Context: an optimization exercise on an open-source flow, tuned for small area and a short achievable clock period. The choices shown serve that exercise and are no tape-out recipe.
At most, simulation tests tie the RTL to the original design; equivalence was not proved.
No activity file was given, so power comes from the tool's default toggle rates.

==> exp/sierra <==
==> flow/design.v (excerpt) <==
module uyvy_to_rgb_pair_converter (
    input  logic        i_clk,
    input  logic        i_rst_n,
    input  logic        start,
    output logic        busy,
    input  logic [7:0]  i_cb_sample,
    input  logic [7:0]  i_luma_first,
    input  logic [7:0]  i_cr_sample,
    input  logic [7:0]  i_luma_second,
    output logic        o_valid,
    output logic [15:0] o_red_first,
    output logic [15:0] o_green_first,
    output logic [15:0] o_blue_first,
    output logic [15:0] o_red_second,
    output logic [15:0] o_green_second,
    output logic [15:0] o_blue_second
);
==> flow/config.mk <==
export PLATFORM = sky130hd
export DESIGN_NAME = uyvy_to_rgb_pair_converter
export DESIGN_NICKNAME = uyvy_to_rgb_pair_converter
export VERILOG_FILES = /design/flow/design.v
export SDC_FILE = /design/flow/constraint.sdc
export NUM_CORES = 4
export LEC_CHECK = 0
export ABC_AREA = 1
export CAP_MARGIN = 20
export CORE_MARGIN = 2
export CORE_UTILIZATION = 55
export SETUP_SLACK_MARGIN = 1.5
export SLEW_MARGIN = 20
==> flow/constraint.sdc <==
create_clock -name core_clock -period 5.5 [get_ports {i_clk}]
set_input_delay 1.1000 -clock core_clock [delete_from_list [all_inputs] [get_ports {i_clk}]]
set_output_delay 1.1000 -clock core_clock [all_outputs]
set_load 0.01 [all_outputs]
standard.sh (not shown) runs the stock make flow with config.mk's settings and CLKGATE_MAP_FILE= SYNTH_SCRIPT=/design/flow/synth_recipe.tcl, a recipe that flattens the netlist after the stock synthesis.
==> flow/flow/run.sh <==
#!/bin/bash
# Own layout flow: the standard ORFS flow (standard.sh), with the input
# and output port buffers made from a plain buffer cell instead of the
# resizer's default choice. Everything else is the standard flow.
# The full make output goes to flow_make.log in the work folder; ORFS keeps
# each step's own log under orfs/logs/.
set -euo pipefail
export BUFFER_PORTS_ARGS="-buffer_cell sky130_fd_sc_hd__buf_1"
bash standard.sh finish > flow_make.log 2>&1
==> exp/garnet (differences from exp/sierra) <==
Settings changed: ABC_AREA 1 to not set, SETUP_SLACK_MARGIN 1.5 to 2.2.
==> exp/quartz (differences from exp/sierra) <==
--- a/flow/design.v
+++ b/flow/design.v
@@ -1,17 +1,20 @@
 package uyvy2rgb_pkg;
     localparam int unsigned OW = 16;
     localparam logic [OW-1:0] FULL_SCALE = 16'd65280;
 endpackage
 module uyvy2rgb_mul (
     input  logic [7:0]  i_cb_sample,
     input  logic [7:0]  i_cr_sample,
     output logic [16:0] o_red_k,
-    output logic [16:0] o_green_k,
+    output logic [7:0] o_green_lo,
+    output logic        o_green_c,
+    output logic [9:0] o_green_s,
+    output logic [9:0] o_green_t,
     output logic [16:0] o_blue_k
 );
     logic [7:0] cb;
     logic [7:0] cr;
     assign cb = i_cb_sample;
     assign cr = i_cr_sample;
     logic [3:0] a_red_0;
     logic [24:0] t_red_0;
@@ -187,19 +190,26 @@
     assign r_green_m0 = ({1'b0, t_green_0} & {1'b0, t_green_1}) | ({1'b0, t_green_0} & {1'b0, t_green_2}) | ({1'b0, t_green_1} & {1'b0, t_green_2});
     assign r_green_c0 = {r_green_m0[23:0], 1'b0};
     logic [24:0] r_green_s1;
     logic [24:0] r_green_m1;
     logic [24:0] r_green_c1;
     assign r_green_s1 = r_green_s0 ^ r_green_c0 ^ {1'b0, t_green_3};
     assign r_green_m1 = (r_green_s0 & r_green_c0) | (r_green_s0 & {1'b0, t_green_3}) | (r_green_c0 & {1'b0, t_green_3});
     assign r_green_c1 = {r_green_m1[23:0], 1'b0};
-    logic [24:0] n_green;
-    assign n_green = r_green_s1 + r_green_c1;
-    assign o_green_k = n_green[23:7];
+    logic [24:0] q_green_s;
+    logic [24:0] q_green_t;
+    assign q_green_s = r_green_s1;
+    assign q_green_t = r_green_c1;
+    logic [15:0] n_green_lo;
+    assign n_green_lo = {1'b0, q_green_s[14:0]} + {1'b0, q_green_t[14:0]};
+    assign o_green_lo = n_green_lo[14:7];
+    assign o_green_c = n_green_lo[15];
+    assign o_green_s = q_green_s[24:15];
+    assign o_green_t = q_green_t[24:15];
     logic [3:0] a_blue_0;
     logic [23:0] t_blue_0;
     assign a_blue_0 = cb[3:0];
     assign t_blue_0[0] = (a_blue_0[0] & ~a_blue_0[1] & ~a_blue_0[2] & ~a_blue_0[3]) | (a_blue_0[0] & a_blue_0[1] & ~a_blue_0[2] & ~a_blue_0[3]) | (a_blue_0[0] & ~a_blue_0[1] & a_blue_0[2] & ~a_blue_0[3]) | (a_blue_0[0] & a_blue_0[1] & a_blue_0[2] & ~a_blue_0[3]) | (a_blue_0[0] & ~a_blue_0[1] & ~a_blue_0[2] & a_blue_0[3]) | (a_blue_0[0] & a_blue_0[1] & ~a_blue_0[2] & a_blue_0[3]) | (a_blue_0[0] & ~a_blue_0[1] & a_blue_0[2] & a_blue_0[3]) | (a_blue_0[0] & a_blue_0[1] & a_blue_0[2] & a_blue_0[3]);
     assign t_blue_0[1] = (~a_blue_0[0] & a_blue_0[1] & ~a_blue_0[2] & ~a_blue_0[3]) | (a_blue_0[0] & a_blue_0[1] & ~a_blue_0[2] & ~a_blue_0[3]) | (~a_blue_0[0] & a_blue_0[1] & a_blue_0[2] & ~a_blue_0[3]) | (a_blue_0[0] & a_blue_0[1] & a_blue_0[2] & ~a_blue_0[3]) | (~a_blue_0[0] & a_blue_0[1] & ~a_blue_0[2] & a_blue_0[3]) | (a_blue_0[0] & a_blue_0[1] & ~a_blue_0[2] & a_blue_0[3]) | (~a_blue_0[0] & a_blue_0[1] & a_blue_0[2] & a_blue_0[3]) | (a_blue_0[0] & a_blue_0[1] & a_blue_0[2] & a_blue_0[3]);
     assign t_blue_0[2] = (~a_blue_0[0] & ~a_blue_0[1] & a_blue_0[2] & ~a_blue_0[3]) | (a_blue_0[0] & ~a_blue_0[1] & a_blue_0[2] & ~a_blue_0[3]) | (~a_blue_0[0] & a_blue_0[1] & a_blue_0[2] & ~a_blue_0[3]) | (a_blue_0[0] & a_blue_0[1] & a_blue_0[2] & ~a_blue_0[3]) | (~a_blue_0[0] & ~a_blue_0[1] & a_blue_0[2] & a_blue_0[3]) | (a_blue_0[0] & ~a_blue_0[1] & a_blue_0[2] & a_blue_0[3]) | (~a_blue_0[0] & a_blue_0[1] & a_blue_0[2] & a_blue_0[3]) | (a_blue_0[0] & a_blue_0[1] & a_blue_0[2] & a_blue_0[3]);
     assign t_blue_0[3] = (~a_blue_0[0] & ~a_blue_0[1] & ~a_blue_0[2] & ~a_blue_0[3]) | (a_blue_0[0] & ~a_blue_0[1] & ~a_blue_0[2] & ~a_blue_0[3]) | (~a_blue_0[0] & a_blue_0[1] & ~a_blue_0[2] & ~a_blue_0[3]) | (a_blue_0[0] & a_blue_0[1] & ~a_blue_0[2] & ~a_blue_0[3]) | (~a_blue_0[0] & ~a_blue_0[1] & a_blue_0[2] & ~a_blue_0[3]) | (a_blue_0[0] & ~a_blue_0[1] & a_blue_0[2] & ~a_blue_0[3]) | (~a_blue_0[0] & a_blue_0[1] & a_blue_0[2] & ~a_blue_0[3]) | (a_blue_0[0] & a_blue_0[1] & a_blue_0[2] & ~a_blue_0[3]);
     assign t_blue_0[4] = (a_blue_0[0] & ~a_blue_0[1] & ~a_blue_0[2] & ~a_blue_0[3]) | (a_blue_0[0] & a_blue_0[1] & ~a_blue_0[2] & ~a_blue_0[3]) | (a_blue_0[0] & ~a_blue_0[1] & a_blue_0[2] & ~a_blue_0[3]) | (a_blue_0[0] & a_blue_0[1] & a_blue_0[2] & ~a_blue_0[3]) | (~a_blue_0[0] & ~a_blue_0[1] & ~a_blue_0[2] & a_blue_0[3]) | (~a_blue_0[0] & a_blue_0[1] & ~a_blue_0[2] & a_blue_0[3]) | (~a_blue_0[0] & ~a_blue_0[1] & a_blue_0[2] & a_blue_0[3]) | (~a_blue_0[0] & a_blue_0[1] & a_blue_0[2] & a_blue_0[3]);
@@ -267,58 +277,30 @@
         if (!i_rst_n) begin
             o_valid <= 1'b0;
         end else begin
             o_valid <= i_valid;
         end
         o_data <= i_data;
     end
 endmodule
-module uyvy2rgb_clamp (
-    input  logic [7:0]                   i_luma,
-    input  logic [8:0]                   i_hi,
-    input  logic [7:0]                   i_lo,
-    output logic [uyvy2rgb_pkg::OW-1:0]  o_chan
-);
-    logic       n_carry;
-    logic [7:0] n_sum;
-    logic       n_all_prop;
-    logic       n_low;
-    logic       n_high;
-    assign {n_carry, n_sum} = {1'b0, i_luma} + {1'b0, i_hi[7:0]};
-    assign n_all_prop = &(i_luma ^ i_hi[7:0]);
-    assign n_low  = ~i_hi[8] & ~n_carry;
-    assign n_high = i_hi[8] & (n_carry | n_all_prop);
-    assign o_chan[15:8] = n_low ? 8'h00 : (n_high ? 8'hff : n_sum);
-    assign o_chan[7:0]  = (n_low | n_high) ? 8'h00 : i_lo;
-endmodule
-module uyvy2rgb_clamp_cs #(
-    parameter int unsigned HW = 10
+module uyvy2rgb_clamp #(
+    parameter int unsigned HW = 9
 ) (
     input  logic [7:0]                   i_luma,
     input  logic [HW-1:0]                i_hi_a,
     input  logic [HW-1:0]                i_hi_b,
     input  logic                         i_hi_c,
     input  logic [7:0]                   i_lo,
     output logic [uyvy2rgb_pkg::OW-1:0]  o_chan
 );
-    logic [10:0] n_x;
-    logic [10:0] n_y;
-    logic [10:0] n_z;
-    logic [10:0] n_s;
-    logic [10:0] n_m;
     logic [10:0] n_h;
     logic        n_low;
     logic        n_high;
-    assign n_x = 11'(i_luma);
-    assign n_y = 11'(i_hi_a);
-    assign n_z = 11'(i_hi_b);
-    assign n_s = n_x ^ n_y ^ n_z;
-    assign n_m = (n_x & n_y) | (n_x & n_z) | (n_y & n_z);
-    assign n_h = n_s + {n_m[9:0], 1'b0} + 11'(i_hi_c);
+    assign n_h = 11'(i_luma) + 11'(i_hi_a) + 11'(i_hi_b) + 11'(i_hi_c);
     assign n_low  = (n_h < 11'd256);
     assign n_high = (n_h >= 11'd511);
     assign o_chan[15:8] = n_low ? 8'h00 : (n_high ? 8'hff : n_h[7:0]);
     assign o_chan[7:0]  = (n_low | n_high) ? 8'h00 : i_lo;
 endmodule
 module uyvy_to_rgb_pair_converter (
     input  logic        i_clk,
     input  logic        i_rst_n,
@@ -341,74 +323,95 @@
     logic [7:0]  cb;
     logic [7:0]  y0;
     logic [7:0]  cr;
     logic [7:0]  y1;
     logic [7:0]  q_y0;
     logic [7:0]  q_y1;
     logic [16:0] n_red_k;
     logic [16:0] q_red_k;
-    logic [16:0] n_green_k;
-    logic [16:0] q_green_k;
+    logic [7:0] n_green_lo;
+    logic [7:0] q_green_lo;
+    logic        n_green_c;
+    logic        q_green_c;
+    logic [9:0] n_green_s;
+    logic [9:0] q_green_s;
+    logic [9:0] n_green_t;
+    logic [9:0] q_green_t;
     logic [16:0] n_blue_k;
     logic [16:0] q_blue_k;
     assign busy   = ~i_rst_n;
     assign accept = start & ~busy;
     uyvy2rgb_acc #(.W(32)) u_in (
         .i_clk   (i_clk),
         .i_rst_n (i_rst_n),
         .i_valid (accept),
         .i_data  ({i_cb_sample, i_luma_first, i_cr_sample, i_luma_second}),
         .o_valid (v_in),
         .o_data  ({cb, y0, cr, y1})
     );
     uyvy2rgb_mul u_mul (
         .i_cb_sample (cb),
         .i_cr_sample (cr),
         .o_red_k (n_red_k),
-        .o_green_k (n_green_k),
+        .o_green_lo (n_green_lo),
+        .o_green_c (n_green_c),
+        .o_green_s (n_green_s),
+        .o_green_t (n_green_t),
         .o_blue_k (n_blue_k)
     );
-    uyvy2rgb_acc #(.W(67)) u_k (
+    uyvy2rgb_acc #(.W(79)) u_k (
         .i_clk   (i_clk),
         .i_rst_n (i_rst_n),
         .i_valid (v_in),
-        .i_data  ({n_red_k, n_green_k, n_blue_k, y0, y1}),
+        .i_data  ({n_red_k, n_green_lo, n_green_c, n_green_s, n_green_t, n_blue_k, y0, y1}),
         .o_valid (o_valid),
-        .o_data  ({q_red_k, q_green_k, q_blue_k, q_y0, q_y1})
+        .o_data  ({q_red_k, q_green_lo, q_green_c, q_green_s, q_green_t, q_blue_k, q_y0, q_y1})
     );
-    uyvy2rgb_clamp u_r0 (
+    uyvy2rgb_clamp #(.HW(9)) u_r0 (
         .i_luma (q_y0),
-        .i_hi   (q_red_k[16:8]),
+        .i_hi_a (q_red_k[16:8]),
+        .i_hi_b (9'd0),
+        .i_hi_c (1'b0),
         .i_lo   (q_red_k[7:0]),
         .o_chan (o_red_first)
     );
-    uyvy2rgb_clamp u_g0 (
+    uyvy2rgb_clamp #(.HW(10)) u_g0 (
         .i_luma (q_y0),
-        .i_hi   (q_green_k[16:8]),
-        .i_lo   (q_green_k[7:0]),
+        .i_hi_a (q_green_s),
+        .i_hi_b (q_green_t),
+        .i_hi_c (q_green_c),
+        .i_lo   (q_green_lo),
         .o_chan (o_green_first)
     );
-    uyvy2rgb_clamp u_b0 (
+    uyvy2rgb_clamp #(.HW(9)) u_b0 (
         .i_luma (q_y0),
-        .i_hi   (q_blue_k[16:8]),
+        .i_hi_a (q_blue_k[16:8]),
+        .i_hi_b (9'd0),
+        .i_hi_c (1'b0),
         .i_lo   (q_blue_k[7:0]),
         .o_chan (o_blue_first)
     );
-    uyvy2rgb_clamp u_r1 (
+    uyvy2rgb_clamp #(.HW(9)) u_r1 (
         .i_luma (q_y1),
-        .i_hi   (q_red_k[16:8]),
+        .i_hi_a (q_red_k[16:8]),
+        .i_hi_b (9'd0),
+        .i_hi_c (1'b0),
         .i_lo   (q_red_k[7:0]),
         .o_chan (o_red_second)
     );
-    uyvy2rgb_clamp u_g1 (
+    uyvy2rgb_clamp #(.HW(10)) u_g1 (
         .i_luma (q_y1),
-        .i_hi   (q_green_k[16:8]),
-        .i_lo   (q_green_k[7:0]),
+        .i_hi_a (q_green_s),
+        .i_hi_b (q_green_t),
+        .i_hi_c (q_green_c),
+        .i_lo   (q_green_lo),
         .o_chan (o_green_second)
     );
-    uyvy2rgb_clamp u_b1 (
+    uyvy2rgb_clamp #(.HW(9)) u_b1 (
         .i_luma (q_y1),
-        .i_hi   (q_blue_k[16:8]),
+        .i_hi_a (q_blue_k[16:8]),
+        .i_hi_b (9'd0),
+        .i_hi_c (1'b0),
         .i_lo   (q_blue_k[7:0]),
         .o_chan (o_blue_second)
     );
 endmodule
Settings changed: ABC_AREA 1 to not set, CORE_UTILIZATION 55 to 40, SETUP_SLACK_MARGIN 1.5 to not set.
==> comparison table <==
item                                                               exp/sierra    exp/quartz    exp/garnet
Final worst path period share                                           69.2%         95.0%         67.5%
Proportion of netlist area held by the largest area contributor         19.7%         21.6%         20.9%
Comb power                                                            3.41 mW       3.71 mW       4.65 mW
Outcome                                      no timing/DRC/antenna violations  no timing/DRC/antenna violations  no timing/DRC/antenna violations
Minimum clock period after layout                                     3810 ps       5220 ps       3710 ps
Number of well taps                                                       229           330           225
Routed length on met2                                                 13.1 mm       13.4 mm       14.9 mm
Global-route track usage on met1                                        39.8%         29.5%         40.5%
Multi-input combinational cell area                              0.00740 mm^2  0.00745 mm^2  0.00862 mm^2
Mean post-synth cell area                                           6.78 um^2     7.95 um^2     8.03 um^2
GRT Total Usage                                                         29.7%         21.9%         30.5%
NetSw                                                                 2.62 mW       2.78 mW       2.88 mW
Multi-input combinational area share                                    64.8%         66.1%         63.3%
Only the layout flow was run in exp/quartz; the RTL was not checked for function there.

==> static timing again, ports no longer ideal <==
How much do the figures lean on ideal ports? The routed layouts below were timed once more, with nothing changed but the port constraints.
Step 1, drivers: a clkbuf_16 drives i_clk and a buf_2 each remaining input, both assumed.
Step 2, shift: input delay + t, output delay - t, t = (earliest + latest rising clock arrival at the registers) / 2. This alone moves slack from input paths to output paths.
a / b / c = ideal ports / drivers / drivers and shift; a / b = the first two.
run | t (ns) | slack for setup (ns) | hold slack, ns
exp/sierra | 0.405 | 1.694 / 1.674 / 1.694 | 0.330 / 0.330 / 0.330
exp/garnet | 0.408 | 1.787 / 1.787 / 1.787 | 0.328 / 0.328 / 0.328
exp/quartz | 0.404 | 0.275 / 0.229 / 0.633 | 0.329 / 0.329 / 0.329
After both steps setup and hold are still met in every run listed.
